Source: an optimization exercise on an open RTL-to-GDS flow (aim: small area). Production flows keep margins and buffers that such runs may drop. Function was checked by simulation only, so behaviour that the tests miss may differ from the original. Power and IR drop assume default switching activity.

==> flow/design.v <==
`default_nettype none
package mstore_pkg;
    localparam int MAX_DIM      = 5;
    localparam int MAX_ELEMS    = MAX_DIM * MAX_DIM;      
    localparam int NUM_SLOTS    = 16;
    localparam int ID_W         = 8;                      
    localparam int RES_W        = 2 * 4 + MAX_ELEMS * 8;  
    localparam int NUM_GRP      = 8;
    localparam int PMAT_W       = NUM_GRP * 10 + 4;       
    localparam int SHAPE_W      = 5;
    localparam int ENT_W        = SHAPE_W + PMAT_W;       
    localparam int SLOT_W       = $clog2(NUM_SLOTS);
endpackage
`default_nettype wire
`default_nettype none
module entry_decoder (
    input  logic                              clk,
    input  logic                              rst,
    input  logic                              wen_i,
    input  logic                              flush_i,
    input  logic [1:0]                        mode_i,
    input  logic [7:0]                        data_i,
    output logic                              commit_valid_o,
    output logic [mstore_pkg::SHAPE_W-1:0]    commit_shape_o,
    output logic [mstore_pkg::PMAT_W-1:0]     commit_data_o,
    output logic                              input_done_o,
    output logic                              error_o
);
    localparam int NUM_GRP = mstore_pkg::NUM_GRP;
    logic       st_getn_q, st_data_q, st_done_q, st_err_q;
    logic       valid_q;
    logic [2:0] rows_q, cols_q;
    logic [3:0] grp_q;                  
    logic [1:0] pos_q;
    logic [3:0] cur0_q, cur1_q;         
    logic [9:0] buf_q [NUM_GRP];        
    logic [3:0] last_q;                 
    logic [3:0] nv_q;                   
    logic       st_idle;
    logic       is_input, is_ack, dim_ok, elem_ok;
    logic       take_rows, take_cols, take_elem, last_elem;
    logic [3:0] last_grp;
    logic [1:0] last_pos;
    logic [4:0] shape;
    logic [3:0] w0, w1, w2;
    logic [9:0] grp_word;
    assign st_idle  = !(st_getn_q || st_data_q || st_done_q || st_err_q);
    assign is_input = (mode_i == 2'b00);
    assign is_ack   = mode_i[1];
    assign dim_ok   = (data_i >= 8'd1) && (data_i <= 8'd5);
    assign elem_ok  = (data_i <= 8'd9);
    assign take_rows = st_idle && wen_i && is_input;
    assign take_cols = st_getn_q && wen_i && is_input;
    assign take_elem = st_data_q && !flush_i && wen_i && elem_ok;
    always_comb begin
        shape    = '0;
        last_grp = '0;
        last_pos = '0;
        case ({rows_q, cols_q})
            6'd9:  begin shape = 5'd1;  last_grp = 4'd0; last_pos = 2'd0; end
            6'd10: begin shape = 5'd2;  last_grp = 4'd0; last_pos = 2'd1; end
            6'd11: begin shape = 5'd3;  last_grp = 4'd0; last_pos = 2'd2; end
            6'd12: begin shape = 5'd4;  last_grp = 4'd1; last_pos = 2'd0; end
            6'd13: begin shape = 5'd5;  last_grp = 4'd1; last_pos = 2'd1; end
            6'd17: begin shape = 5'd6;  last_grp = 4'd0; last_pos = 2'd1; end
            6'd18: begin shape = 5'd7;  last_grp = 4'd1; last_pos = 2'd0; end
            6'd19: begin shape = 5'd8;  last_grp = 4'd1; last_pos = 2'd2; end
            6'd20: begin shape = 5'd9;  last_grp = 4'd2; last_pos = 2'd1; end
            6'd21: begin shape = 5'd10; last_grp = 4'd3; last_pos = 2'd0; end
            6'd25: begin shape = 5'd11; last_grp = 4'd0; last_pos = 2'd2; end
            6'd26: begin shape = 5'd12; last_grp = 4'd1; last_pos = 2'd2; end
            6'd27: begin shape = 5'd13; last_grp = 4'd2; last_pos = 2'd2; end
            6'd28: begin shape = 5'd14; last_grp = 4'd3; last_pos = 2'd2; end
            6'd29: begin shape = 5'd15; last_grp = 4'd4; last_pos = 2'd2; end
            6'd33: begin shape = 5'd16; last_grp = 4'd1; last_pos = 2'd0; end
            6'd34: begin shape = 5'd17; last_grp = 4'd2; last_pos = 2'd1; end
            6'd35: begin shape = 5'd18; last_grp = 4'd3; last_pos = 2'd2; end
            6'd36: begin shape = 5'd19; last_grp = 4'd5; last_pos = 2'd0; end
            6'd37: begin shape = 5'd20; last_grp = 4'd6; last_pos = 2'd1; end
            6'd41: begin shape = 5'd21; last_grp = 4'd1; last_pos = 2'd1; end
            6'd42: begin shape = 5'd22; last_grp = 4'd3; last_pos = 2'd0; end
            6'd43: begin shape = 5'd23; last_grp = 4'd4; last_pos = 2'd2; end
            6'd44: begin shape = 5'd24; last_grp = 4'd6; last_pos = 2'd1; end
            6'd45: begin shape = 5'd25; last_grp = 4'd8; last_pos = 2'd0; end
            default: ;
        endcase
    end
    assign last_elem = (grp_q == last_grp) && (pos_q == last_pos);
    assign w0 = (pos_q == 2'd0) ? data_i[3:0] : cur0_q;
    assign w1 = (pos_q == 2'd1) ? data_i[3:0] : ((pos_q == 2'd2) ? cur1_q : 4'd0);
    assign w2 = (pos_q == 2'd2) ? data_i[3:0] : 4'd0;
    always_comb begin
        case ({w2[3], w1[3], w0[3]})
            3'b000: grp_word = {w2[2:0], w1[2:0], 1'b0, w0[2:0]};
            3'b001: grp_word = {w2[2:0], w1[2:0], 1'b1, 2'b00, w0[0]};
            3'b010: grp_word = {w2[2:0], w0[2:1], w1[0], 1'b1, 2'b01, w0[0]};
            3'b100: grp_word = {w0[2:1], w2[0], w1[2:0], 1'b1, 2'b10, w0[0]};
            3'b110: grp_word = {w0[2:1], w2[0], 2'b00, w1[0], 1'b1, 2'b11, w0[0]};
            3'b101: grp_word = {w1[2:1], w2[0], 2'b01, w1[0], 1'b1, 2'b11, w0[0]};
            3'b011: grp_word = {w2[2:0], 2'b10, w1[0], 1'b1, 2'b11, w0[0]};
            default: grp_word = {2'b00, w2[0], 2'b11, w1[0], 1'b1, 2'b11, w0[0]};
        endcase
    end
    always_ff @(posedge clk or posedge rst) begin
        if (rst) begin
            st_getn_q <= 1'b0;
            st_data_q <= 1'b0;
            st_done_q <= 1'b0;
            st_err_q  <= 1'b0;
            valid_q   <= 1'b0;
        end else begin
            valid_q <= 1'b0;
            if (st_idle) begin
                if (take_rows) begin
                    st_getn_q <= dim_ok;
                    st_err_q  <= !dim_ok;
                end
            end
            if (st_getn_q) begin
                if (take_cols) begin
                    st_getn_q <= 1'b0;
                    st_data_q <= dim_ok;
                    st_err_q  <= !dim_ok;
                end
            end
            if (st_data_q) begin
                if (flush_i) begin
                    st_data_q <= 1'b0;
                    st_done_q <= 1'b1;
                    valid_q   <= 1'b1;
                end else if (wen_i) begin
                    if (!elem_ok) begin
                        st_data_q <= 1'b0;
                        st_err_q  <= 1'b1;
                    end else if (last_elem) begin
                        st_data_q <= 1'b0;
                        st_done_q <= 1'b1;
                        valid_q   <= 1'b1;
                    end
                end
            end
            if (st_done_q && is_ack) st_done_q <= 1'b0;
            if (st_err_q && is_ack)  st_err_q  <= 1'b0;
        end
    end
    always_ff @(posedge clk) begin
        if (take_rows) begin
            rows_q <= data_i[2:0];
        end
        if (take_cols) begin
            cols_q <= data_i[2:0];
            grp_q  <= '0;
            pos_q  <= '0;
        end
        if (take_elem && !last_elem) begin
            if (pos_q == 2'd2) begin
                pos_q <= '0;
                grp_q <= grp_q + 1'b1;
            end else begin
                pos_q <= pos_q + 1'b1;
            end
        end
        if (take_elem && pos_q == 2'd0) cur0_q <= data_i[3:0];
        if (take_elem && pos_q == 2'd1) cur1_q <= data_i[3:0];
        for (int k = 0; k < NUM_GRP; k++) begin
            if (take_elem && grp_q == 4'(k)) begin
                buf_q[k] <= grp_word;
            end
        end
        if (take_elem && grp_q == 4'(NUM_GRP)) begin
            last_q <= data_i[3:0];
        end
        if (st_data_q && flush_i) begin
            nv_q <= (pos_q == 2'd0) ? grp_q : grp_q + 1'b1;
        end else if (take_elem && last_elem) begin
            nv_q <= grp_q + 1'b1;
        end
    end
    assign commit_valid_o = valid_q;
    assign commit_shape_o = shape;
    for (genvar k = 0; k < NUM_GRP; k++) begin : g_buf
        assign commit_data_o[k*10 +: 10] = (nv_q > 4'(k)) ? buf_q[k] : 10'd0;
    end
    assign commit_data_o[mstore_pkg::PMAT_W-1 -: 4] = (nv_q > 4'(NUM_GRP)) ? last_q : 4'd0;
    assign input_done_o = st_done_q;
    assign error_o      = st_err_q;
endmodule
`default_nettype wire
`default_nettype none
module slot_store (
    input  logic                                                  clk,
    input  logic                                                  rst,
    input  logic                                                  commit_valid_i,
    input  logic [mstore_pkg::SHAPE_W-1:0]                        commit_shape_i,
    input  logic [mstore_pkg::PMAT_W-1:0]                         commit_data_i,
    output logic [mstore_pkg::NUM_SLOTS-1:0]                      used_o,
    output logic [mstore_pkg::NUM_SLOTS*mstore_pkg::ID_W-1:0]     id_o,
    output logic [mstore_pkg::NUM_SLOTS*mstore_pkg::SHAPE_W-1:0]  shape_o,
    output logic [mstore_pkg::NUM_SLOTS*mstore_pkg::PMAT_W-1:0]   ring_o,
    output logic [mstore_pkg::SLOT_W-1:0]                         phase_o,
    output logic                                                  pend_o,
    output logic [mstore_pkg::SLOT_W-1:0]                         pend_slot_o
);
    localparam int NUM_SLOTS = mstore_pkg::NUM_SLOTS;
    localparam int ID_W      = mstore_pkg::ID_W;
    localparam int SHAPE_W   = mstore_pkg::SHAPE_W;
    localparam int PMAT_W    = mstore_pkg::PMAT_W;
    localparam int SLOT_W    = mstore_pkg::SLOT_W;
    localparam logic [NUM_SLOTS-1:0] INS_POS = 16'b1001_0010_0100_1001;
    logic                 commit_q;      
    logic [NUM_SLOTS-1:0] used_q;
    logic [NUM_SLOTS-1:0] age_q;         
    logic [ID_W-1:0]      next_id_q;
    logic [SLOT_W-1:0]    rr_ptr_q;
    logic [SLOT_W-1:0]    phase_q;
    logic                 pend_q;        
    logic [SLOT_W-1:0]    pend_slot_q;
    logic [ID_W-1:0]      id_q    [NUM_SLOTS];
    logic [SHAPE_W-1:0]   shape_q [NUM_SLOTS];
    logic [PMAT_W-1:0]    ring_q  [NUM_SLOTS];
    logic [NUM_SLOTS-1:0] same_type;
    logic [NUM_SLOTS-1:0] free_oh, old_oh, rr_oh, wr_oh;
    logic                 free_found, old_found, same_one, same_two;
    logic                 use_rr;
    logic [SLOT_W-1:0]    wr_idx;
    logic                 ins_req;
    logic [SLOT_W-1:0]    ins_slot, ins_pos;
    logic                 ins_ok;
    always_comb begin
        free_found = 1'b0;
        old_found  = 1'b0;
        same_one   = 1'b0;
        same_two   = 1'b0;
        for (int i = 0; i < NUM_SLOTS; i++) begin
            same_type[i] = used_q[i] && (shape_q[i] == commit_shape_i);
            free_oh[i]   = !used_q[i] && !free_found;
            old_oh[i]    = same_type[i] && age_q[i] && !old_found;
            rr_oh[i]     = (rr_ptr_q == SLOT_W'(i));
            free_found   = free_found || !used_q[i];
            old_found    = old_found || (same_type[i] && age_q[i]);
            same_two     = same_two || (same_one && same_type[i]);
            same_one     = same_one || same_type[i];
        end
    end
    always_comb begin
        if (!same_two) begin
            use_rr = !free_found;            
            wr_oh  = free_found ? free_oh : rr_oh;
        end else begin
            use_rr = !old_found;
            wr_oh  = old_found ? old_oh : rr_oh;
        end
        wr_idx = '0;
        for (int i = 0; i < NUM_SLOTS; i++) begin
            if (wr_oh[i]) wr_idx = wr_idx | SLOT_W'(i);
        end
    end
    always_ff @(posedge clk or posedge rst) begin
        if (rst) begin
            commit_q  <= 1'b0;
            used_q    <= '0;
            next_id_q <= ID_W'(1);
            rr_ptr_q  <= '0;
        end else begin
            commit_q  <= commit_valid_i;
            if (commit_q) begin
                used_q    <= used_q | wr_oh;
                next_id_q <= (next_id_q == '1) ? ID_W'(1) : next_id_q + 1'b1;
                if (use_rr) begin
                    rr_ptr_q <= rr_ptr_q + 1'b1;
                end
            end
        end
    end
    always_ff @(posedge clk) begin
        for (int i = 0; i < NUM_SLOTS; i++) begin
            if (commit_q && wr_oh[i]) begin
                age_q[i]   <= 1'b0;
                id_q[i]    <= next_id_q;
                shape_q[i] <= commit_shape_i;
            end else if (commit_q && same_type[i]) begin
                age_q[i]   <= 1'b1;
            end
        end
    end
    assign ins_req  = commit_q || pend_q;
    assign ins_slot = commit_q ? wr_idx : pend_slot_q;
    assign ins_pos  = ins_slot + phase_q + 1'b1;    
    assign ins_ok   = INS_POS[ins_pos];
    always_ff @(posedge clk or posedge rst) begin
        if (rst) begin
            phase_q <= '0;
            pend_q  <= 1'b0;
        end else begin
            phase_q <= phase_q + 1'b1;
            pend_q  <= ins_req && !ins_ok;
        end
    end
    always_ff @(posedge clk) begin
        if (commit_q) begin
            pend_slot_q <= wr_idx;
        end
    end
    always_ff @(posedge clk) begin
        for (int k = 0; k < NUM_SLOTS; k++) begin
            if (INS_POS[k] && ins_req && ins_pos == SLOT_W'(k)) begin
                ring_q[k] <= commit_data_i;
            end else begin
                ring_q[k] <= ring_q[(k + NUM_SLOTS - 1) % NUM_SLOTS];
            end
        end
    end
    for (genvar g = 0; g < NUM_SLOTS; g++) begin : g_table
        assign used_o[g]                      = used_q[g];
        assign id_o[g*ID_W +: ID_W]           = id_q[g];
        assign shape_o[g*SHAPE_W +: SHAPE_W]  = shape_q[g];
        assign ring_o[g*PMAT_W +: PMAT_W]     = ring_q[g];
    end
    assign phase_o     = phase_q;
    assign pend_o      = pend_q;
    assign pend_slot_o = pend_slot_q;
endmodule
`default_nettype wire
`default_nettype none
module id_lookup (
    input  logic                                                  clk,
    input  logic                                                  rst,
    input  logic [mstore_pkg::NUM_SLOTS-1:0]                      used_i,
    input  logic [mstore_pkg::NUM_SLOTS*mstore_pkg::ID_W-1:0]     id_i,
    input  logic [mstore_pkg::NUM_SLOTS*mstore_pkg::SHAPE_W-1:0]  shape_i,
    input  logic [mstore_pkg::NUM_SLOTS*mstore_pkg::PMAT_W-1:0]   ring_i,
    input  logic [mstore_pkg::SLOT_W-1:0]                         phase_i,
    input  logic                                                  pend_i,
    input  logic [mstore_pkg::SLOT_W-1:0]                         pend_slot_i,
    input  logic [mstore_pkg::PMAT_W-1:0]                         pend_data_i,
    input  logic [mstore_pkg::ID_W-1:0]                           read_id_a_i,
    input  logic [mstore_pkg::ID_W-1:0]                           read_id_b_i,
    output logic [mstore_pkg::RES_W-1:0]                          mat_a_o,    
    output logic [mstore_pkg::RES_W-1:0]                          mat_b_o
);
    localparam int NUM_SLOTS = mstore_pkg::NUM_SLOTS;
    localparam int ID_W      = mstore_pkg::ID_W;
    localparam int ENT_W     = mstore_pkg::ENT_W;
    localparam int SLOT_W    = mstore_pkg::SLOT_W;
    localparam int SHAPE_W   = mstore_pkg::SHAPE_W;
    localparam int PMAT_W    = mstore_pkg::PMAT_W;
    logic [ID_W-1:0]   rid_a_q,   rid_b_q;
    logic              found_a_q, found_b_q;
    logic [SLOT_W-1:0] idx_a_q,   idx_b_q;
    logic              find_a,    find_b;
    logic [SLOT_W-1:0] fidx_a,    fidx_b;
    logic [ENT_W-1:0]  fetch_a,   fetch_b;
    always_ff @(posedge clk) begin
        rid_a_q <= read_id_a_i;
        rid_b_q <= read_id_b_i;
    end
    always_comb begin
        find_a = 1'b0;
        find_b = 1'b0;
        fidx_a = '0;
        fidx_b = '0;
        for (int i = 0; i < NUM_SLOTS; i++) begin
            if (used_i[i] && id_i[i*ID_W +: ID_W] == rid_a_q) begin
                find_a = 1'b1;
                fidx_a = SLOT_W'(i);
            end
            if (used_i[i] && id_i[i*ID_W +: ID_W] == rid_b_q) begin
                find_b = 1'b1;
                fidx_b = SLOT_W'(i);
            end
        end
    end
    always_ff @(posedge clk or posedge rst) begin
        if (rst) begin
            found_a_q <= 1'b0;
            found_b_q <= 1'b0;
        end else begin
            found_a_q <= find_a;
            found_b_q <= find_b;
        end
    end
    always_ff @(posedge clk) begin
        idx_a_q <= fidx_a;
        idx_b_q <= fidx_b;
    end
    logic              byp_a,  byp_b;
    logic [SLOT_W-1:0] pos_a,  pos_b;
    logic [SHAPE_W-1:0] fshape_a, fshape_b;
    logic [PMAT_W-1:0]  fdata_a,  fdata_b;
    assign byp_a = found_a_q && pend_i && (idx_a_q == pend_slot_i);
    assign byp_b = found_b_q && pend_i && (idx_b_q == pend_slot_i);
    assign pos_a = idx_a_q + phase_i;
    assign pos_b = idx_b_q + phase_i;
    always_comb begin
        fshape_a = '0;
        fshape_b = '0;
        fdata_a  = {PMAT_W{byp_a}} & pend_data_i;
        fdata_b  = {PMAT_W{byp_b}} & pend_data_i;
        for (int i = 0; i < NUM_SLOTS; i++) begin
            fshape_a = fshape_a | ({SHAPE_W{found_a_q && idx_a_q == SLOT_W'(i)}} & shape_i[i*SHAPE_W +: SHAPE_W]);
            fshape_b = fshape_b | ({SHAPE_W{found_b_q && idx_b_q == SLOT_W'(i)}} & shape_i[i*SHAPE_W +: SHAPE_W]);
            fdata_a  = fdata_a | ({PMAT_W{found_a_q && !byp_a && pos_a == SLOT_W'(i)}} & ring_i[i*PMAT_W +: PMAT_W]);
            fdata_b  = fdata_b | ({PMAT_W{found_b_q && !byp_b && pos_b == SLOT_W'(i)}} & ring_i[i*PMAT_W +: PMAT_W]);
        end
    end
    assign fetch_a = {fshape_a, fdata_a};
    assign fetch_b = {fshape_b, fdata_b};
    entry_unpack u_unpack_a (.ent_i(fetch_a), .mat_o(mat_a_o));
    entry_unpack u_unpack_b (.ent_i(fetch_b), .mat_o(mat_b_o));
endmodule
module entry_unpack (
    input  logic [mstore_pkg::ENT_W-1:0]  ent_i,
    output logic [mstore_pkg::RES_W-1:0]  mat_o
);
    localparam int NUM_GRP = mstore_pkg::NUM_GRP;
    localparam int PMAT_W  = mstore_pkg::PMAT_W;
    logic [2:0]   rows, cols;
    logic [199:0] data;
    always_comb begin
        rows = '0;
        cols = '0;
        case (ent_i[PMAT_W +: mstore_pkg::SHAPE_W])
            5'd1:  begin rows = 3'd1; cols = 3'd1; end
            5'd2:  begin rows = 3'd1; cols = 3'd2; end
            5'd3:  begin rows = 3'd1; cols = 3'd3; end
            5'd4:  begin rows = 3'd1; cols = 3'd4; end
            5'd5:  begin rows = 3'd1; cols = 3'd5; end
            5'd6:  begin rows = 3'd2; cols = 3'd1; end
            5'd7:  begin rows = 3'd2; cols = 3'd2; end
            5'd8:  begin rows = 3'd2; cols = 3'd3; end
            5'd9:  begin rows = 3'd2; cols = 3'd4; end
            5'd10: begin rows = 3'd2; cols = 3'd5; end
            5'd11: begin rows = 3'd3; cols = 3'd1; end
            5'd12: begin rows = 3'd3; cols = 3'd2; end
            5'd13: begin rows = 3'd3; cols = 3'd3; end
            5'd14: begin rows = 3'd3; cols = 3'd4; end
            5'd15: begin rows = 3'd3; cols = 3'd5; end
            5'd16: begin rows = 3'd4; cols = 3'd1; end
            5'd17: begin rows = 3'd4; cols = 3'd2; end
            5'd18: begin rows = 3'd4; cols = 3'd3; end
            5'd19: begin rows = 3'd4; cols = 3'd4; end
            5'd20: begin rows = 3'd4; cols = 3'd5; end
            5'd21: begin rows = 3'd5; cols = 3'd1; end
            5'd22: begin rows = 3'd5; cols = 3'd2; end
            5'd23: begin rows = 3'd5; cols = 3'd3; end
            5'd24: begin rows = 3'd5; cols = 3'd4; end
            5'd25: begin rows = 3'd5; cols = 3'd5; end
            default: ;
        endcase
    end
    for (genvar k = 0; k < NUM_GRP; k++) begin : g_dpd
        logic [9:0] c;
        logic [3:0] d2, d1, d0;
        assign c = ent_i[k*10 +: 10];
        always_comb begin
            if (!c[3]) begin
                d2 = {1'b0, c[9:7]}; d1 = {1'b0, c[6:4]}; d0 = {1'b0, c[2:0]};
            end else begin
                case (c[2:1])
                    2'b00: begin d2 = {1'b0, c[9:7]}; d1 = {1'b0, c[6:4]}; d0 = {3'b100, c[0]}; end
                    2'b01: begin d2 = {1'b0, c[9:7]}; d1 = {3'b100, c[4]}; d0 = {1'b0, c[6:5], c[0]}; end
                    2'b10: begin d2 = {3'b100, c[7]}; d1 = {1'b0, c[6:4]}; d0 = {1'b0, c[9:8], c[0]}; end
                    default: begin
                        case (c[6:5])
                            2'b00: begin d2 = {3'b100, c[7]}; d1 = {3'b100, c[4]}; d0 = {1'b0, c[9:8], c[0]}; end
                            2'b01: begin d2 = {3'b100, c[7]}; d1 = {1'b0, c[9:8], c[4]}; d0 = {3'b100, c[0]}; end
                            2'b10: begin d2 = {1'b0, c[9:7]}; d1 = {3'b100, c[4]}; d0 = {3'b100, c[0]}; end
                            default: begin d2 = {3'b100, c[7]}; d1 = {3'b100, c[4]}; d0 = {3'b100, c[0]}; end
                        endcase
                    end
                endcase
            end
        end
        assign data[(3*k)*8 +: 8]   = {4'd0, d0};
        assign data[(3*k+1)*8 +: 8] = {4'd0, d1};
        assign data[(3*k+2)*8 +: 8] = {4'd0, d2};
    end
    assign data[199:192] = {4'd0, ent_i[PMAT_W-1 -: 4]};
    assign mat_o = {1'b0, rows, 1'b0, cols, data};
endmodule
`default_nettype wire
`default_nettype none
module matrix_store_top (
    input  logic                            clk,
    input  logic                            rst,
    input  logic                            wen_i,
    input  logic                            flush_i,
    input  logic [1:0]                      mode_i,
    input  logic [7:0]                      data_i,
    input  logic [7:0]                      read_id_a_i,
    input  logic [7:0]                      read_id_b_i,
    output logic [207:0]                    mat_a_o,    
    output logic [207:0]                    mat_b_o,
    output logic                            input_done_o,
    output logic                            error_o
);
    localparam int NUM_SLOTS = mstore_pkg::NUM_SLOTS;
    logic                                      commit_valid;
    logic [mstore_pkg::SHAPE_W-1:0]            commit_shape;
    logic [mstore_pkg::PMAT_W-1:0]             commit_data;
    logic [NUM_SLOTS-1:0]                      tbl_used;
    logic [NUM_SLOTS*mstore_pkg::ID_W-1:0]     tbl_id;
    logic [NUM_SLOTS*mstore_pkg::SHAPE_W-1:0]  tbl_shape;
    logic [NUM_SLOTS*mstore_pkg::PMAT_W-1:0]   tbl_ring;
    logic [mstore_pkg::SLOT_W-1:0]             tbl_phase;
    logic                                      tbl_pend;
    logic [mstore_pkg::SLOT_W-1:0]             tbl_pend_slot;
    entry_decoder u_entry_decoder (
        .clk            (clk),
        .rst            (rst),
        .wen_i          (wen_i),
        .flush_i        (flush_i),
        .mode_i         (mode_i),
        .data_i         (data_i),
        .commit_valid_o (commit_valid),
        .commit_shape_o (commit_shape),
        .commit_data_o  (commit_data),
        .input_done_o   (input_done_o),
        .error_o        (error_o)
    );
    slot_store u_slot_store (
        .clk            (clk),
        .rst            (rst),
        .commit_valid_i (commit_valid),
        .commit_shape_i (commit_shape),
        .commit_data_i  (commit_data),
        .used_o         (tbl_used),
        .id_o           (tbl_id),
        .shape_o        (tbl_shape),
        .ring_o         (tbl_ring),
        .phase_o        (tbl_phase),
        .pend_o         (tbl_pend),
        .pend_slot_o    (tbl_pend_slot)
    );
    id_lookup u_id_lookup (
        .clk         (clk),
        .rst         (rst),
        .used_i      (tbl_used),
        .id_i        (tbl_id),
        .shape_i     (tbl_shape),
        .ring_i      (tbl_ring),
        .phase_i     (tbl_phase),
        .pend_i      (tbl_pend),
        .pend_slot_i (tbl_pend_slot),
        .pend_data_i (commit_data),
        .read_id_a_i (read_id_a_i),
        .read_id_b_i (read_id_b_i),
        .mat_a_o     (mat_a_o),
        .mat_b_o     (mat_b_o)
    );
endmodule
`default_nettype wire
==> flow/run.sh <==
#!/bin/bash
# synth_recipe.tcl (not shown) runs the flow's synth.tcl, then flattens the netlist and writes it again
# the make line also repeats each setting of config.mk as NAME=value (left out here)
make -C /OpenROAD-flow-scripts/flow DESIGN_CONFIG=/design/flow/config.mk WORK_HOME=/design/flow/orfs CLKGATE_MAP_FILE= SYNTH_SCRIPT=/design/flow/synth_recipe.tcl finish
==> flow/config.mk <==
export PLATFORM = sky130hd
export DESIGN_NAME = matrix_store_top
export DESIGN_NICKNAME = matrix_store_top
export VERILOG_FILES = /design/flow/design.v
export SDC_FILE = /design/flow/constraint.sdc
export NUM_CORES = 4
export LEC_CHECK = 0
export CAP_MARGIN = 20
export CORE_MARGIN = 2
export CORE_UTILIZATION = 45
export SLEW_MARGIN = 20
==> flow/constraint.sdc <==
create_clock -name core_clock -period 14.0 [get_ports {clk}]
set_input_delay 2.8000 -clock core_clock [delete_from_list [all_inputs] [get_ports {clk}]]
set_output_delay 2.8000 -clock core_clock [all_outputs]
set_load 0.01 [all_outputs]
==> results of run 1 <==
power groups by stage:
stage	clock network [mW]	registers (mW)	logic (mW)
after floorplan	0	5.51	0.354
after CTS	5.04	5.47	0.398
after global placement	0	5.58	0.389
after global routing	5.24	5.50	0.429
final	5.00	5.49	0.402
after detailed placement	0	5.58	0.397
stage by stage:
stage / hold slack [ps] / cells / power (mW)
after floorplan: 331 / 7016 / 5.86
after global placement: 354 / 8906 / 5.97
after detailed placement: 357 / 8908 / 5.98
after CTS: 342 / 9242 / 10.9
after global routing: 356 / 9244 / 11.2
final: 333 / 9249 / 10.9
state kept, by name (all words and copies together), names as in the netlist, 8 cells and up:
name                    cells
u_slot_store.next_id_q      8
u_id_lookup.rid_b_q         8
u_slot_store.shape_q       80
u_slot_store.id_q         128
u_entry_decoder.buf_q      80
u_slot_store.ring_q      1344
u_slot_store.used_q        16
u_id_lookup.rid_a_q         8
u_slot_store.age_q         16
metal layers:
layer / share of wire / GRT usage / wire length (um) / vias up
li1: - / - / - / 25800
met1: 0.38 / 0.418 / 111000 / 30300
met2: 0.44 / 0.499 / 129000 / 4912
met3: 0.12 / 0.0703 / 34700 / 1147
met4: 0.062 / 0.179 / 18200 / 0
met5: 0 / 0 / 0 / -
logic make-up after synthesis:
kind of cell	count (synthesis)	share of synthesized area
other	1	0.0000494
xor gates and xnor gates	362	0.0418
adders and majority gates	46	0.00782
AOI/OAI and AO/OA	1798	0.185
muxes	559	0.100
and+or+nand+nor	1516	0.104
DFF	1745	0.504
buffers and inverters	786	0.0574
worst register-to-register path, stage by stage (launching register included):
cell      delay (ps)
edfxtp_1         790
nand2b_1         430
or2_1            850
xor2_1           210
o211ai_1         120
nor4_1           900
maj3_1           360
o21a_1           120
o32ai_1           90
nand4_2          120
buf_4            410
nand2_1          110
a31oi_1          340
a22o_1           270
a41oi_1          190
ha_1             330
nor2b_1          120
o21ai_0          140
nand2b_1         120
xor2_1           180
nand2_1          100
nor2_1            50
mux2i_1          230
nand4_4          330
nand4_4          720
buf_4            970
mux2_2           470
Yosys cell counts (11+ instances only):
| cell type | n |
|---|---|
| a211oi_1 | 16 |
| a21boi_0 | 15 |
| a21oi_1 | 140 |
| a221oi_1 | 273 |
| a222oi_1 | 211 |
| a22o_1 | 160 |
| a22oi_1 | 716 |
| a31oi_1 | 36 |
| a32o_1 | 15 |
| and2_1 | 110 |
| and3_1 | 142 |
| and4_1 | 28 |
| buf_1 | 91 |
| buf_12 | 18 |
| buf_2 | 16 |
| buf_4 | 214 |
| buf_8 | 21 |
| clkbuf_1 | 323 |
| dfrtp_1 | 40 |
| dfxtp_1 | 1392 |
| edfxtp_1 | 312 |
| ha_1 | 41 |
| inv_1 | 92 |
| mux2_2 | 157 |
| mux2_4 | 361 |
| mux2i_1 | 41 |
| nand2_1 | 408 |
| nand2b_1 | 21 |
| nand3_1 | 188 |
| nand4_1 | 116 |
| nor2_1 | 239 |
| nor2b_1 | 74 |
| nor3_1 | 54 |
| nor3b_1 | 11 |
| nor4_1 | 48 |
| o211ai_1 | 20 |
| o21ai_0 | 111 |
| o22ai_1 | 20 |
| or2_2 | 24 |
| xnor2_1 | 181 |
| xor2_1 | 181 |
final cells by class:
class / instances / area share
antenna: 6 / 0.000176
clock buffer: 269 / 0.0614
clock inverter: 65 / 0.0108
inverter: 95 / 0.00418
multi-input combinational: 4485 / 0.402
sequential: 1745 / 0.447
tap: 2204 / 0.0322
timing repair buffer: 380 / 0.0423
placed cells by master (no fill, tap or decap), drive strengths merged, types with 12 or more instances in the layout:
cell | netlist | final
nor2b | 74 | 74
nand2b | 21 | 21
a221oi | 273 | 273
o21ai | 111 | 111
inv | 95 | 101
clkbuf | 324 | 269
or2 | 26 | 26
nand2 | 408 | 408
and4 | 28 | 28
a211oi | 16 | 16
nand4 | 121 | 121
nand3 | 188 | 188
o22ai | 21 | 21
a21boi | 17 | 17
a32o | 15 | 15
and3 | 142 | 142
nor2 | 242 | 242
nor3 | 56 | 56
and2 | 111 | 111
xnor2 | 181 | 181
nor3b | 12 | 12
o211ai | 20 | 20
a31oi | 36 | 36
edfxtp | 312 | 312
a21oi | 141 | 141
clkdlybuf4s50 | 0 | 243
ha | 41 | 41
mux2 | 518 | 518
dfrtp | 40 | 40
a22o | 160 | 160
nor4 | 58 | 58
a22oi | 716 | 716
mux2i | 41 | 41
dfxtp | 1392 | 1392
buf | 367 | 137
a222oi | 211 | 211
bufinv | 0 | 14
conb | 1 | 204
xor2 | 181 | 181
clkinv | 0 | 42
worst min path at each step:
stage | startpoint | end | slack [ps] | cells after the start
2_1_floorplan | u_entry_decoder.valid_q | u_slot_store.commit_q | 330 | 0
3_3_place_gp | u_slot_store.ring_q[10][39] | u_slot_store.ring_q[11][39] | 350 | 0
3_5_place_dp | u_slot_store.ring_q[12][59] | u_slot_store.ring_q[13][59] | 360 | 0
4_1_cts | u_slot_store.ring_q[9][3] | u_slot_store.ring_q[10][3] | 340 | 0
5_1_grt | u_slot_store.ring_q[6][8] | u_slot_store.ring_q[7][8] | 360 | 0
6_report | u_slot_store.ring_q[9][3] | u_slot_store.ring_q[10][3] | 330 | 0
==> qor.txt, run 1 <==
Routed len/inst: 31.6 um
Clock buffer depth: 3
Cells after Synth: 6,813
Ports: 448
CTS resizes: 0
Startpoint types: flip-flop
Worst EP required: 11,200 ps
Fin Clk Skew: 78.4 ps
Actual slew at the worst max-slew pin: 1240 ps
First-pass GRT wire length: 415 mm
Final setup viols: 0
Final Max Tran Viols: 0
Initial antenna violation count: 7
Drt via density: 6.72
Gr usage total: 0.322
Core Box Area: 167,000 um^2
RR Endpoint: u_slot_store.ring_q[9][6]
Post-synth ARST share: 0.0235
Sw Share: 0.234
CP Max Fanout: 34
Root Buffer: clkbuf_16
# fillers: 14.6k
Worst reg2reg path depth: 26
Largest net degree at the start of global routing: 85
Vias in the first global route: 59.7k
Max cap viols: 0
Vias: 62.1k
Clock H-tree levels: 4
RePlAce Congestion: 0.981
Multi-input logic area: 34,400 um^2
Crit path max-delay family: simple AND/OR/NAND/NOR gates
Most used flip-flop cell after synthesis: dfxtp_1
Clk Latency, worst-skew pair: 860 ps
Worst Path Arrival: 7290 ps
# DRC: 0
P&R area growth vs syn: 12.8%
Gr ovfl total: 0
Total clock sinks: 1,745
Critical Path Source: u_id_lookup.idx_b_q[2]
# nets final: 6,962
Final Core Density: 0.512
Pint: 8.35 mW
Clock power frac: 0.459
Sequential fraction of the synthesis area: 0.504
Detailed router's first-iteration violation count: 10.8k
Die span in y: 415 um
Dpl ws: 4900 ps
Post-route clock period utilization: 0.721
Num CTS Buffers: 181
Antenna Nets Post-Route: 0
Area contributors post-synth: dfxtp_1 (37%), edfxtp_1 (12%), mux2_4 (7.1%), a22oi_1 (7.1%), a221oi_1 (3.2%)
P_sw: 2.54 mW
Reg clk slew, reported paths: 60 ps
Register area: 38,300 um^2
Post-synth EDFFs: 312
FF+latch count, synth: 1,745
Hold WC Path Type: flip-flop to flip-flop
Share of cells above drive strength 1: 0.147
CTS Hold Buffers Added: 0
Reg2Reg Setup Slack: 4880 ps
HPWL after DPL: 165 mm
Logic pwr share: 0.037
CTS tree: done
Kind of critical path: flip-flop to output port
I/O Buffers: 243
Dpl cell area: 79,300 um^2
Initial core utilization: 0.454
Sequential power share: 0.504
Final hold violation count: 0
CP Depth: 15
Yosys top cell by area: dfxtp_1
Postcts setup bufs: 0
DIE AREA: 172,000 um^2
Yosys warnings: 8
# rows: 150
Crit-path max cell delay: 900 ps
Max transition margin: 0.173
Drt pass-1 iters: 10
Final worst slack: 3910 ps
Run status: complete, no violations
Crit end category: output port
Die Width: 415 um
Final wirelength: 293 mm
Synth Cell Area: 75,900 um^2
Crit path cell chain: ha_1, a21oi_1, xor2_2, buf_4, nand2_1, nor2_4, buf_4, a22oi_1, nand4_1, nor2_1, nand2_1, o21ai_0, mux2_2, nor2_1, clkdlybuf4s50_1
Achievable frequency: 99.1 MHz
RSZ-0062 raised after global routing: no
Cell leakage power: 31.6 nW
CP max-delay cell: nor2_4
Power per cell area: 127 nW/um^2
Setup TNS: 0 ps
Unique masters post-synth: 99
Finished Cell Area: 85,500 um^2
Syn avg cell area: 11.1 um^2
Post-synth top area share: 0.367
Worst Setup EP: mat_b_o[3]
Buf/Inv on CP: 3
RR Startpoint: u_entry_decoder.rows_q[1]
Minimum clock period: 10,090 ps
Worst VDD drop: 0.135 mV
==> run 2: changes to the inputs <==
--- a/flow/design.v
+++ b/flow/design.v
@@ -37,3 +37,2 @@
     logic [3:0] last_q;                 
-    logic [3:0] nv_q;                   
     logic       st_idle;
@@ -41,2 +40,3 @@
     logic       take_rows, take_cols, take_elem, last_elem;
+    logic       clear_buf;
     logic [3:0] last_grp;
@@ -88,2 +88,3 @@
     assign last_elem = (grp_q == last_grp) && (pos_q == last_pos);
+    assign clear_buf = st_data_q && (flush_i || take_elem) && (grp_q == 4'd0) && (pos_q == 2'd0);
     assign w0 = (pos_q == 2'd0) ? data_i[3:0] : cur0_q;
@@ -167,2 +168,4 @@
                 buf_q[k] <= grp_word;
+            end else if (clear_buf) begin
+                buf_q[k] <= '0;
             end
@@ -171,7 +174,4 @@
             last_q <= data_i[3:0];
-        end
-        if (st_data_q && flush_i) begin
-            nv_q <= (pos_q == 2'd0) ? grp_q : grp_q + 1'b1;
-        end else if (take_elem && last_elem) begin
-            nv_q <= grp_q + 1'b1;
+        end else if (clear_buf) begin
+            last_q <= '0;
         end
@@ -181,5 +181,5 @@
     for (genvar k = 0; k < NUM_GRP; k++) begin : g_buf
-        assign commit_data_o[k*10 +: 10] = (nv_q > 4'(k)) ? buf_q[k] : 10'd0;
+        assign commit_data_o[k*10 +: 10] = buf_q[k];
     end
-    assign commit_data_o[mstore_pkg::PMAT_W-1 -: 4] = (nv_q > 4'(NUM_GRP)) ? last_q : 4'd0;
+    assign commit_data_o[mstore_pkg::PMAT_W-1 -: 4] = last_q;
     assign input_done_o = st_done_q;
@@ -393,13 +393,50 @@
     assign pos_b = idx_b_q + phase_i;
+    logic [NUM_SLOTS:0] dsel_a, dsel_b;
+    logic [NUM_SLOTS-1:0] ssel_a, ssel_b;
     always_comb begin
-        fshape_a = '0;
-        fshape_b = '0;
-        fdata_a  = {PMAT_W{byp_a}} & pend_data_i;
-        fdata_b  = {PMAT_W{byp_b}} & pend_data_i;
         for (int i = 0; i < NUM_SLOTS; i++) begin
-            fshape_a = fshape_a | ({SHAPE_W{found_a_q && idx_a_q == SLOT_W'(i)}} & shape_i[i*SHAPE_W +: SHAPE_W]);
-            fshape_b = fshape_b | ({SHAPE_W{found_b_q && idx_b_q == SLOT_W'(i)}} & shape_i[i*SHAPE_W +: SHAPE_W]);
-            fdata_a  = fdata_a | ({PMAT_W{found_a_q && !byp_a && pos_a == SLOT_W'(i)}} & ring_i[i*PMAT_W +: PMAT_W]);
-            fdata_b  = fdata_b | ({PMAT_W{found_b_q && !byp_b && pos_b == SLOT_W'(i)}} & ring_i[i*PMAT_W +: PMAT_W]);
+            dsel_a[i] = found_a_q && !byp_a && pos_a == SLOT_W'(i);
+            dsel_b[i] = found_b_q && !byp_b && pos_b == SLOT_W'(i);
+            ssel_a[i] = found_a_q && idx_a_q == SLOT_W'(i);
+            ssel_b[i] = found_b_q && idx_b_q == SLOT_W'(i);
+        end
+        dsel_a[NUM_SLOTS] = byp_a;
+        dsel_b[NUM_SLOTS] = byp_b;
+    end
+    function automatic logic ao17(input logic [NUM_SLOTS:0] s, input logic [NUM_SLOTS:0] d);
+        logic [5:0] g;
+        for (int j = 0; j < 6; j++) begin
+            g[j] = 1'b0;
+            for (int k = 0; k < 3; k++) begin
+                if (3*j + k <= NUM_SLOTS) g[j] = g[j] | (s[3*j+k] & d[3*j+k]);
+            end
+        end
+        ao17 = |g;
+    endfunction
+    function automatic logic ao16(input logic [NUM_SLOTS-1:0] s, input logic [NUM_SLOTS-1:0] d);
+        logic [5:0] g;
+        for (int j = 0; j < 6; j++) begin
+            g[j] = 1'b0;
+            for (int k = 0; k < 3; k++) begin
+                if (3*j + k < NUM_SLOTS) g[j] = g[j] | (s[3*j+k] & d[3*j+k]);
+            end
+        end
+        ao16 = |g;
+    endfunction
+    for (genvar b = 0; b < PMAT_W; b++) begin : g_dbit
+        logic [NUM_SLOTS:0] col;
+        for (genvar i = 0; i < NUM_SLOTS; i++) begin : g_c
+            assign col[i] = ring_i[i*PMAT_W + b];
+        end
+        assign col[NUM_SLOTS] = pend_data_i[b];
+        assign fdata_a[b] = ao17(dsel_a, col);
+        assign fdata_b[b] = ao17(dsel_b, col);
+    end
+    for (genvar b = 0; b < SHAPE_W; b++) begin : g_sbit
+        logic [NUM_SLOTS-1:0] col;
+        for (genvar i = 0; i < NUM_SLOTS; i++) begin : g_c
+            assign col[i] = shape_i[i*SHAPE_W + b];
         end
+        assign fshape_a[b] = ao16(ssel_a, col);
+        assign fshape_b[b] = ao16(ssel_b, col);
     end
==> flow/flow/run.sh (new file) <==
#!/bin/bash
# The standard layout (standard.sh: the ORFS flow, standard synthesis),
# with three changes to how the layout is made, passed to ORFS through its
# own environment variables:
#  - the port buffers are the smallest buffer cell (buf_1) instead of the
#    default pick, every port still gets one;
#  - the clock tree uses clkbuf_8 and no dummy loads;
#  - after global routing, cells on paths with positive slack are sized down
#    (ORFS power recovery), which mostly undoes synthesis's upsizing.
# All tool output goes to logs in this folder (make's in flow_make.log, each
# ORFS step's in orfs/logs/).
set -euo pipefail
export BUFFER_PORTS_ARGS="-buffer_cell sky130_fd_sc_hd__buf_1"
export CTS_ARGS="-sink_clustering_enable -repair_clock_nets -dont_use_dummy_load -buf_list sky130_fd_sc_hd__clkbuf_8"
export RECOVER_POWER=100
bash standard.sh > flow_make.log 2>&1
==> flow/standard.sh (new file) <==
#!/bin/bash
# synth_recipe.tcl (not shown) runs the flow's synth.tcl, then flattens the netlist and writes it again
# the make line also repeats each setting of config.mk as NAME=value (left out here)
make -C /OpenROAD-flow-scripts/flow DESIGN_CONFIG=/design/flow/config.mk WORK_HOME=/design/flow/orfs CLKGATE_MAP_FILE= SYNTH_SCRIPT=/design/flow/synth_recipe.tcl "${@:-finish}"
removed: flow/run.sh
==> qor.txt, run 2 <==
Worst Path Arrival: 9270 ps
Num CTS Buffers: 305
P_sw: 2.02 mW
CTS Hold Buffers Added: 0
Detailed router's first-iteration violation count: 11.5k
Gr usage total: 0.335
Commonest non-fill, non-tap cells in the layout: dfxtp_1 (1,392), a22oi_1 (657), nand2_1 (385), mux2_1 (354), nor2_1 (321)
Post-synth top area share: 0.375
Max transition margin: -1.42
I/O Buffers: 243
Final hold violation count: 0
Ports: 448
Synth Cell Area: 74,300 um^2
Fin Clk Skew: 124 ps
# nets final: 7,097
Commonest non-fill, non-tap cell in the layout: dfxtp_1
Final wirelength: 295 mm
Cells after Synth: 6,863
Min-Delay Endpoint: u_slot_store.ring_q[5][0]
Achievable frequency: 82.8 MHz
Most used flip-flop cell after synthesis: dfxtp_1
Vias in the first global route: 60.9k
Area contributors post-synth: dfxtp_1 (38%), edfxtp_1 (12%), a22oi_1 (6.6%), mux2_1 (5.3%), a222oi_1 (3.7%)
Clock buffer depth: 4
Syn avg cell area: 10.8 um^2
FF+latch count, synth: 1,741
Hold Path Origin: u_slot_store.ring_q[4][0]
Share of cells above drive strength 1: 0.0977
Vias: 62.6k
Buf/Inv on CP: 4
Startpoint types: flip-flop
# rows: 149
Post-synth ARST share: 0.0235
Setup TNS: 0 ps
Crit path max-delay family: buffers and inverters
Final setup viols: 0
Run status: finished with violations
Post-synth EDFFs: 308
RePlAce Congestion: 0.969
RR Startpoint: u_entry_decoder.rows_q[1]
Worst VDD drop: 0.109 mV
P&R area growth vs syn: 8.00%
Sequential fraction of the synthesis area: 0.514
Gr ovfl total: 0
Clock H-tree levels: 5
Worst reg2reg path depth: 24
Critical Path Source: u_id_lookup.idx_b_q[1]
Minimum clock period: 12,070 ps
Initial core utilization: 0.452
RSZ-0062 raised after global routing: no
Failing Checks: max-capacitance violations, max-slew violations
Pint: 7.06 mW
CTS tree: done
Clock power frac: 0.421
# fillers: 14.9k
Largest registers: u_slot_store.ring_q x1344, u_slot_store.id_q x128
Inst Count DP: 8,903
Final Non-Filler Cells: 9,213
Max cap viols: 18
Hold WC Path Type: flip-flop to flip-flop
Crit end category: output port
Sw Share: 0.223
Reg clk slew, reported paths: 60 ps
HPWL after DPL: 171 mm
Hold depth: 0
Die Width: 410 um
Reg2Reg Setup Slack: 2770 ps
First-pass GRT wire length: 419 mm
Kind of critical path: flip-flop to output port
Most instantiated cells after synthesis: dfxtp_1 (1,392), a22oi_1 (657), nand2_1 (385)
RR Endpoint: u_slot_store.ring_q[9][20]
DIE AREA: 168,000 um^2
Worst EP required: 11,200 ps
Unique masters post-synth: 92
Drt pass-1 iters: 10
Final Max Tran Viols: 381
Register with the most flip-flops: u_slot_store.ring_q
Crit path cell chain: ha_1, a21o_1, a21oi_1, xnor2_2, buf_4, nand2_1, nor2_1, buf_4, clkbuf_1, a22oi_1, nand4_1, o21ai_0, mux2_2, a21oi_1, buf_1
Core Box Area: 164,000 um^2
Drt via density: 6.79
Sequential power share: 0.563
Cell leakage power: 29.8 nW
Initial antenna violation count: 2
CP max-delay cell: clkbuf_1
Total clock sinks: 1,741
Die span in y: 410 um
Logic pwr share: 0.016
Routed len/inst: 32.1 um
Power per cell area: 113 nW/um^2
Actual slew at the worst max-slew pin: 3620 ps
Post-route clock period utilization: 0.862
Yosys top cell by area: dfxtp_1
Yosys warnings: 8
Clk Latency, worst-skew pair: 1080 ps
Largest net degree at the start of global routing: 85
# DRC: 0
CTS resizes: 0
Most instantiated library cell after synthesis: dfxtp_1
Postcts setup bufs: 0
Root Buffer: clkbuf_8
Antenna Nets Post-Route: 0
Max reg flops: 1,344
Crit-path max cell delay: 2020 ps
CP Max Fanout: 46
run 2: routing by layer:
layer  share of wire  global-route usage
met1            0.37               0.424
met2            0.44               0.517
met5        0.000041                   0
met3            0.13              0.0878
met4           0.061               0.194
run 2: area by class of cell:
cell class,count,area [um^2],share of cell area
inverter,95,357,0.00445
antenna,3,7.51,0.0000936
tap,2189,2740,0.0341
timing repair buffer,380,1950,0.0243
clock buffer,305,4200,0.0523
multi-input combinational,4500,32800,0.409
sequential,1741,38100,0.476
run 2: how the worst max path moves through the flow:
stage | end | slack (ps) | cells after the start
4_1_cts | mat_b_o[99] | 3940 | 16
3_5_place_dp | u_slot_store.ring_q[9][4] | 4510 | 24
6_report | mat_b_o[99] | 1930 | 15
2_1_floorplan | u_slot_store.ring_q[12][23] | 7290 | 29
3_3_place_gp | u_slot_store.ring_q[9][20] | 4510 | 24
5_1_grt | mat_b_o[99] | 2000 | 15
run 2: logic make-up (layout without fill, tap and decap cells):
| family | after synthesis | after routing | synth area share |
|---|---|---|---|
| xor+xnor | 356 | 356 | 0.0422 |
| simple gates | 1507 | 1507 | 0.100 |
| buf+inv | 825 | 780 | 0.0584 |
| compound gates | 1785 | 1785 | 0.187 |
| other cells | 1 | 207 | 0.0000505 |
| mux | 603 | 603 | 0.0909 |
| fa+ha+maj | 45 | 45 | 0.00785 |
| flops | 1741 | 1741 | 0.514 |
run 2: power by group through the flow:
stage                     clock network, mW  registers [mW]  logic [mW]
after floorplan                           0            5.21       0.150
after global placement                    0            5.22       0.142
after detailed placement                  0            5.22       0.144
after CTS                              3.85            5.11       0.144
after global routing                   4.07            5.11       0.159
final                                  3.82            5.11       0.146
run 2: stage by stage:
stage                     total power [mW]  setup slack, ps   util  cell area (um^2)  hold slack, ps
after floorplan                       5.36             7290      -             75000             331
after global placement                5.36             4510  0.463             76100             337
after detailed placement              5.36             4510  0.463             76100             336
after CTS                             9.11             3940  0.488             80300             280
after global routing                  9.33             2000  0.488             80200             289
final                                 9.08             1930  0.488             80200             276

==> re-timing with driven ports <==
Ports are ideal in the flow. The routed layouts listed here were re-timed in OpenROAD. Step 1 (the two cells are an assumption about what drives the block):
set clk [get_ports {clk}]
set_driving_cell -lib_cell sky130_fd_sc_hd__clkbuf_16 $clk
set_driving_cell -lib_cell sky130_fd_sc_hd__buf_2 [delete_from_list [all_inputs] $clk]
Step 2 times the ports against the registers' clock, not the clock port: input delays grow and output delays shrink by t, the midpoint of the rising clock arrivals with the driver on. Three values: ideal ports, drivers, drivers and shift; two values: the first two.
run | t, ns | slack for setup (ns) | clock arrival spread, ns | worst register clock-pin slew, ns | worst data-port slew with drivers (ns)
run 1 | 0.899 | 3.911 / 3.828 / 4.728 | 0.078 / 0.079 | 0.07 / 0.07 | 0.05
run 2 | 1.092 | 1.926 / 1.851 / 2.767 | 0.125 / 0.124 | 0.07 / 0.07 | 0.13
